Background: an optimization exercise with open tools, aiming at a short achievable clock period and few clock cycles. Do not read the settings as production practice. Function was checked by simulation only, so behaviour that the tests miss may differ from the original. No activity file was given, so power comes from the tool's default toggle rates.

// mips_cpu_harvard
module mips_cpu_harvard #(
	parameter mips_pkg::word_t RESET_VECTOR = 32'hBFC0_0000
) (
	input  logic        clk,
	input  logic        reset,
	output logic        active,
	output logic [31:0] register_v0,
	input  logic        clk_enable,
	output logic [31:0] instr_address,
	input  logic [31:0] instr_readdata,
	output logic [31:0] data_address,
	output logic        data_write,
	output logic        data_read,
	output logic [31:0] data_writedata,
	input  logic [31:0] data_readdata
);
	logic advance;
	mips_pkg::opcode_t   f_op;
	logic                f_beq;
	logic                f_bne;
	logic                f_j;
	logic                f_pred;
	mips_pkg::word_t     f_pc4;
	mips_pkg::word_t     f_btarget;
	logic                f_redirected;    
	logic                d_loaded;
	logic                d_valid;
	mips_pkg::word_t     d_ir;
	mips_pkg::word_t     d_pc4;
	mips_pkg::word_t     d_btarget;
	logic                d_pred;
	logic [31:1]         d_rs_sel;    
	logic [31:1]         d_rt_sel;
	mips_pkg::alu_sel_t  d_alu_sel;
	mips_pkg::reg_addr_t d_rs;
	mips_pkg::reg_addr_t d_rt;
	mips_pkg::reg_addr_t d_wa;
	logic                d_use_imm;
	mips_pkg::word_t     d_imm;
	logic                d_uses_rs;
	logic                d_uses_rt;
	logic                d_ld;
	logic                d_st;
	logic                d_beq;
	logic                d_bne;
  ...
==> flow/config.mk <==
export PLATFORM = sky130hd
export DESIGN_NAME = mips_cpu_harvard
export DESIGN_NICKNAME = mips_cpu_harvard
export VERILOG_FILES = /design/flow/design.v
export SDC_FILE = /design/flow/constraint.sdc
export NUM_CORES = 4
export LEC_CHECK = 0
export CAP_MARGIN = 20
export CORE_MARGIN = 2
export CORE_UTILIZATION = 40
export PLACE_DENSITY = 0.6
export SETUP_SLACK_MARGIN = 5
export SLEW_MARGIN = 20
export SYNTH_HIERARCHICAL = 1
==> flow/constraint.sdc <==
create_clock -name core_clock -period 11.0 [get_ports {clk}]
set_input_delay 2.2000 -clock core_clock [delete_from_list [all_inputs] [get_ports {clk}]]
set_output_delay 2.2000 -clock core_clock [all_outputs]
set_load 0.01 [all_outputs]
standard.sh (not shown) runs the stock make flow with config.mk's settings and CLKGATE_MAP_FILE= SYNTH_SCRIPT=/design/flow/synth_recipe.tcl, a recipe that flattens the netlist after the stock synthesis.
==> flow/flow/run.sh <==
#!/bin/bash
set -uo pipefail
bash standard.sh SETUP_SLACK_MARGIN=6.3 finish > standard.log 2>&1
The first run finished clean.
Testbench counts at the start, summed over its fixed seeds: cycles 37,145.
==> next run, changes <==
--- a/flow/design.v
+++ b/flow/design.v
@@ -407,14 +407,16 @@
 	mips_pkg::word_t     e_opb_add;  
 	mips_pkg::word_t     d_opb;
 	mips_pkg::shamt_t    e_shamt;
 	mips_pkg::reg_addr_t e_wa;       
 	logic                e_ld;
 	logic                e_st;
 	logic                e_jr;
+	logic                e_valid;
+	mips_pkg::word_t     e_pc4;
 	logic                x_halt;
 	mips_pkg::word_t     x_result;
 	mips_pkg::word_t     x_g [6];
 	mips_pkg::word_t     x_p [6];
 	mips_pkg::word_t     x_sum;
 	logic                x_signed_lt;
 	logic                x_unsigned_lt;
@@ -523,25 +525,28 @@
 	assign d_redirect    = d_enter && (d_jr || ((d_beq || d_bne) && d_taken != d_pred));
 	assign d_redirect_pc = d_jr ? d_a : d_pred ? d_pc4 : d_btarget;
 	always_ff @(posedge clk) begin
 		if (reset) begin
 			e_wa   <= 5'd0;
 			e_ld   <= 1'b0;
 			e_st   <= 1'b0;
-			e_jr   <= 1'b0;
+			e_jr    <= 1'b0;
+			e_valid <= 1'b0;
 		end else if (advance) begin
 			e_wa   <= d_enter ? d_wa : 5'd0;
 			e_ld   <= d_enter && d_ld;
 			e_st   <= d_enter && d_st;
-			e_jr   <= d_enter && d_jr;
+			e_jr    <= d_enter && d_jr;
+			e_valid <= d_enter;
 		end
 	end
 	always_ff @(posedge clk) begin
 		if (advance) begin
 			e_alu_sel <= d_alu_sel;
+			e_pc4     <= d_pc4;
 			e_a       <= d_a;
 			e_b       <= d_b;
 			e_opb     <= d_opb;
 			e_opb_add <= d_alu_sel.sub ? ~d_opb : d_opb;
 			e_shamt   <= d_ir[10:6];
 		end
 	end
@@ -566,31 +571,32 @@
 	                  ({32{e_alu_sel.and_}} & (e_a & e_opb)) |
 	                  ({32{e_alu_sel.or_}}  & (e_a | e_opb)) |
 	                  ({32{e_alu_sel.xor_}} & (e_a ^ e_opb)) |
 	                  ({32{e_alu_sel.sll}}  & (e_opb << e_shamt)) |
 	                  ({32{e_alu_sel.srl}}  & (e_opb >> e_shamt)) |
 	                  ({32{e_alu_sel.pass}} & e_opb) |
 	                  {31'd0, (e_alu_sel.slt & x_signed_lt) | (e_alu_sel.sltu & x_unsigned_lt)};
-	assign x_halt = (d_valid && d_pc4 == 32'd4) || (e_jr && e_a == '0);
+	assign x_halt = (d_valid && d_pc4 == 32'd4 && e_wa == 5'd0 && !e_ld && !e_st) ||
+	                (e_valid && e_pc4 == 32'd4) || (e_jr && e_a == '0);
 	always_ff @(posedge clk) begin
 		if (reset) begin
 			active <= 1'b1;
 		end else if (advance && x_halt) begin
 			active <= 1'b0;    
 		end
 	end
 	always_ff @(posedge clk) begin
 		if (reset) begin
 			m_wa <= 5'd0;
 			m_rd <= 1'b0;
 			m_wr <= 1'b0;
 		end else if (advance) begin
-			m_wa <= e_wa;
-			m_rd <= e_ld;
-			m_wr <= e_st;
+			m_wa <= x_halt ? 5'd0 : e_wa;
+			m_rd <= e_ld && !x_halt;
+			m_wr <= e_st && !x_halt;
 		end
 	end
 	always_ff @(posedge clk) begin
 		if (advance) begin
 			m_result <= x_result;
 			m_sd     <= e_b;
 		end
Effect: The changed run produced a clean layout; power fell by 0.76%; die area increases by 0.90%; cell area climbs by 0.77%; worst setup slack improved by 66 ps; via count barely changes; synthesized area goes up by 0.91%; routed wire length climbs by 0.50%; first-iteration DRC count fell by 3.2%; sequential share of layout area went up by 0.74 points; hold slack is worse by 14 ps; clock-buffer cell count came out higher by 11.
Testbench counts after the change, summed over its fixed seeds: cycles 37,145.

========
## main
mips_cpu_harvard, a different RTL version from the one above (not shown whole).
For scale: roughly 200 I/O pins, roughly 71000 µm² of cells after synthesis.
==> module mips_cpu_harvard, before the edit <==
module mips_cpu_harvard #(
	parameter mips_pkg::word_t RESET_VECTOR = 32'hBFC0_0000
) (
	input  logic        clk,
	input  logic        reset,
	output logic        active,
	output logic [31:0] register_v0,
	input  logic        clk_enable,
	output logic [31:0] instr_address,
	input  logic [31:0] instr_readdata,
	output logic [31:0] data_address,
	output logic        data_write,
	output logic        data_read,
	output logic [31:0] data_writedata,
	input  logic [31:0] data_readdata
);
	logic advance;
	mips_pkg::opcode_t   f_op;
	logic                f_beq;
	logic                f_bne;
	logic                f_j;
	logic                f_pred;
	mips_pkg::word_t     f_pc4;
	mips_pkg::word_t     f_btarget;
	logic                d_valid;
	mips_pkg::word_t     d_ir;
	mips_pkg::word_t     d_pc4;
	mips_pkg::word_t     d_btarget;
	logic                d_pred;
	mips_pkg::alu_sel_t  d_alu_sel;
	mips_pkg::reg_addr_t d_rs;
	mips_pkg::reg_addr_t d_rt;
	mips_pkg::reg_addr_t d_wa;
	logic                d_use_imm;
	mips_pkg::word_t     d_imm;
	logic                d_uses_rs;
	logic                d_uses_rt;
	logic                d_ld;
	logic                d_st;
	logic                d_beq;
	logic                d_bne;
	logic                d_j;
	logic                d_jr;
	mips_pkg::word_t     d_jtarget;
	mips_pkg::word_t     d_ra;
	mips_pkg::word_t     d_rb;
	logic                d_fwd_a;
	logic                d_fwd_b;
	logic                d_byp_a;
	logic                d_byp_b;
	mips_pkg::word_t     d_a;
	mips_pkg::word_t     d_b;
	logic                d_stall;
	logic                d_enter;
	logic                d_eq;
	logic                d_taken;
	logic                d_redirect;
	mips_pkg::word_t     d_redirect_pc;
	logic                d_halt;
	mips_pkg::alu_sel_t  e_alu_sel;
	mips_pkg::word_t     e_a;
	mips_pkg::word_t     e_b;        
	mips_pkg::word_t     e_opb;      
	mips_pkg::shamt_t    e_shamt;
	mips_pkg::reg_addr_t e_wa;       
	logic                e_ld;
	logic                e_st;
	logic                e_halt;
	mips_pkg::word_t     x_result;
	mips_pkg::word_t     m_result;
	mips_pkg::word_t     m_sd;
	mips_pkg::reg_addr_t m_wa;
	logic                m_rd;
	logic                m_wr;
	mips_pkg::word_t     m_wdata;
	assign advance = clk_enable && active;
	assign f_op   = instr_readdata[31:26];
	assign f_beq  = f_op == mips_pkg::OP_BEQ;
	assign f_bne  = f_op == mips_pkg::OP_BNE;
	assign f_j    = f_op == mips_pkg::OP_J;
	assign f_pred = ((f_beq || f_bne) && instr_readdata[15]) ||
	                (f_beq && instr_readdata[25:21] == instr_readdata[20:16]) ||
	                (f_bne && instr_readdata[25:21] != instr_readdata[20:16]);
	mips_pc #(
		.RESET_VECTOR (RESET_VECTOR)
	) u_pc (
		.clk           (clk),
		.reset         (reset),
		.advance       (advance),
		.redirect      (d_redirect),
		.redirect_pc   (d_redirect_pc),
		.hold          (d_stall),
		.is_j          (f_j),
		.predict_taken (f_pred),
		.jump_index    (instr_readdata[25:0]),
		.offset        (instr_readdata[15:0]),
		.pc            (instr_address),
		.pc_plus4      (f_pc4),
		.branch_target (f_btarget)
	);
	always_ff @(posedge clk) begin
		if (reset) begin
			d_valid <= 1'b0;
		end else if (advance && !d_stall) begin
			d_valid <= !d_redirect;
		end
	end
	always_ff @(posedge clk) begin
		if (advance && !d_stall) begin
			d_ir      <= instr_readdata;
			d_pc4     <= f_pc4;
			d_btarget <= f_btarget;
			d_pred    <= f_pred;
		end
	end
	mips_decoder u_decoder (
		.instruction (d_ir),
		.alu_sel     (d_alu_sel),
		.rs          (d_rs),
		.rt          (d_rt),
		.wa          (d_wa),
		.use_imm     (d_use_imm),
		.imm         (d_imm),
		.uses_rs     (d_uses_rs),
		.uses_rt     (d_uses_rt),
		.is_load     (d_ld),
		.is_store    (d_st),
		.is_beq      (d_beq),
		.is_bne      (d_bne),
		.is_j        (d_j),
		.is_jr       (d_jr)
	);
	assign m_wdata = m_rd ? data_readdata : m_result;
	mips_register_file u_register_file (
		.clk          (clk),
		.write_enable (advance),    
		.read_addr_a  (d_rs),
		.read_addr_b  (d_rt),
		.write_addr   (m_wa),
		.write_data   (m_wdata),
		.read_data_a  (d_ra),
		.read_data_b  (d_rb),
		.register_v0  (register_v0)
	);
	assign d_fwd_a = !e_ld && e_wa != 5'd0 && e_wa == d_rs;
	assign d_fwd_b = !e_ld && e_wa != 5'd0 && e_wa == d_rt;
	assign d_byp_a = m_wa != 5'd0 && m_wa == d_rs;
	assign d_byp_b = m_wa != 5'd0 && m_wa == d_rt;
	assign d_a = ({32{d_fwd_a}} & x_result) |
	             ({32{!d_fwd_a && d_byp_a}} & m_wdata) |
	             ({32{!d_fwd_a && !d_byp_a}} & d_ra);
	assign d_b = ({32{d_fwd_b}} & x_result) |
	             ({32{!d_fwd_b && d_byp_b}} & m_wdata) |
	             ({32{!d_fwd_b && !d_byp_b}} & d_rb);
	assign d_stall = d_valid && e_ld && e_wa != 5'd0 &&
	                 ((d_uses_rs && e_wa == d_rs) || (d_uses_rt && e_wa == d_rt));
	assign d_enter = d_valid && !d_stall;
	assign d_eq      = d_a == d_b;
	assign d_taken   = (d_beq && d_eq) || (d_bne && !d_eq);
	assign d_jtarget = {d_pc4[31:28], d_ir[25:0], 2'b00};
	assign d_redirect    = d_enter && (d_jr || ((d_beq || d_bne) && d_taken != d_pred));
	assign d_redirect_pc = d_jr ? d_a : d_pred ? d_pc4 : d_btarget;
	assign d_halt = (d_jr && d_a == '0) || (d_taken && d_btarget == '0) ||
	                (d_j && d_jtarget == '0);
	always_ff @(posedge clk) begin
		if (reset) begin
			e_wa   <= 5'd0;
			e_ld   <= 1'b0;
			e_st   <= 1'b0;
			e_halt <= 1'b0;
		end else if (advance) begin
			e_wa   <= d_enter ? d_wa : 5'd0;
			e_ld   <= d_enter && d_ld;
			e_st   <= d_enter && d_st;
			e_halt <= d_enter && d_halt;
		end
	end
	always_ff @(posedge clk) begin
		if (advance) begin
			e_alu_sel <= d_alu_sel;
			e_a       <= d_a;
			e_b       <= d_b;
			e_opb     <= d_use_imm ? d_imm : d_b;
			e_shamt   <= d_ir[10:6];
		end
	end
	mips_alu u_alu (
		.a      (e_a),
		.b      (e_opb),
		.shamt  (e_shamt),
		.sel    (e_alu_sel),
		.result (x_result)
	);
	always_ff @(posedge clk) begin
		if (reset) begin
			active <= 1'b1;
		end else if (advance && e_halt) begin
			active <= 1'b0;    
		end
	end
	always_ff @(posedge clk) begin
		if (reset) begin
			m_wa <= 5'd0;
			m_rd <= 1'b0;
			m_wr <= 1'b0;
		end else if (advance) begin
			m_wa <= e_wa;
			m_rd <= e_ld;
			m_wr <= e_st;
		end
	end
	always_ff @(posedge clk) begin
		if (advance) begin
			m_result <= x_result;
			m_sd     <= e_b;
		end
	end
	assign data_address   = m_result;    
	assign data_writedata = m_sd;
	assign data_read      = m_rd && !reset;
	assign data_write     = m_wr && !reset;
endmodule
clock: 11.0 ns
lec_check: 0
abc_clock_period_in_ps: 4000
cap_margin: 20
core_margin: 2
core_utilization: 40
place_density: 0.6
setup_slack_margin: 5
slew_margin: 20
Scripts as last shown in full above: flow/flow/run.sh
Testbench counts of main, summed over its fixed seeds: cycles 37,145.
Here is what was changed in the inputs of the feature branch compared with main.
--- a/flow/design.v
+++ b/flow/design.v
@@ -482,7 +482,7 @@
 	assign m_wdata = m_rd ? data_readdata : m_result;
 	mips_register_file u_register_file (
 		.clk          (clk),
-		.write_enable (advance),    
+		.write_enable (advance && !reset),
 		.read_addr_a  (d_rs),
 		.read_addr_b  (d_rt),
 		.write_addr   (m_wa),
@@ -508,7 +508,7 @@
 	assign d_taken   = (d_beq && d_eq) || (d_bne && !d_eq);
 	assign d_jtarget = {d_pc4[31:28], d_ir[25:0], 2'b00};
 	assign d_redirect    = d_enter && (d_jr || ((d_beq || d_bne) && d_taken != d_pred));
-	assign d_redirect_pc = d_jr ? d_a : d_pred ? d_pc4 : d_btarget;
+	assign d_redirect_pc = d_jr ? d_a : d_taken ? d_btarget : d_pc4;
 	assign d_halt = (d_jr && d_a == '0) || (d_taken && d_btarget == '0) ||
 	                (d_j && d_jtarget == '0);
 	always_ff @(posedge clk) begin
Findings:
- Looking at the reports, the feature branch completed the entire flow and the layout it produced met the timing, DRC and antenna checks.
- Taking main as the reference, in the feature branch fraction of registers with async set/reset comparable, area growth from synthesis to layout now larger, clock skew picked up an extra 0.011 ns, register-to-register slack went down by 0.08 ns.
- Core utilization (higher): the feature branch
- Status: multiplexer area fraction after synthesis parity (main, the feature branch)
- On share of total power in sequential cells, the lower figure sits with the feature branch, not main.
- Compare the feature branch and main | power density over the cells lower: main
- Changes observed in the feature branch relative to main: number of instances in the synthesized netlist now smaller; worst setup slack now smaller; initial core utilization now smaller; clock period minus worst slack now larger.
Testbench counts of the feature branch, summed over its fixed seeds: cycles 37,145.

what the ideal ports hide:
In the flow no input, the clock included, has a driving cell. The finished layouts below were timed again as built, in two steps. Step 1, drivers: a clkbuf_16 drives clk and a buf_2 each remaining input, both assumed. Step 2 adds t to the input delays and takes it off the output delays; t is the mean of the earliest and latest rising clock arrival at the registers after step 1. Input paths then give back, and output paths get back, about the clock's delay inside the block. Three values: ideal ports, drivers, drivers and shift; two values: the first two.
run | t, ns | setup slack, ns | worst setup path at the end | worst slew at a driven data input, ns
the first run of note 1 | 0.919 | 6.002 / 6.002 / 5.289 | input to register | 0.17
the second run of note 1 | 0.917 | 6.068 / 6.068 / 5.384 | input to register | 0.13
main | 0.904 | 5.333 / 5.333 / 4.611 | input to register | 0.06
the feature branch | 0.922 | 5.253 / 5.253 / 4.530 | input to register | 0.06
After both steps setup and hold are still met in every run listed. The setup slack of the feature branch, which loses most, moves by 0.000 ns with the drivers and by -0.723 ns with both steps.
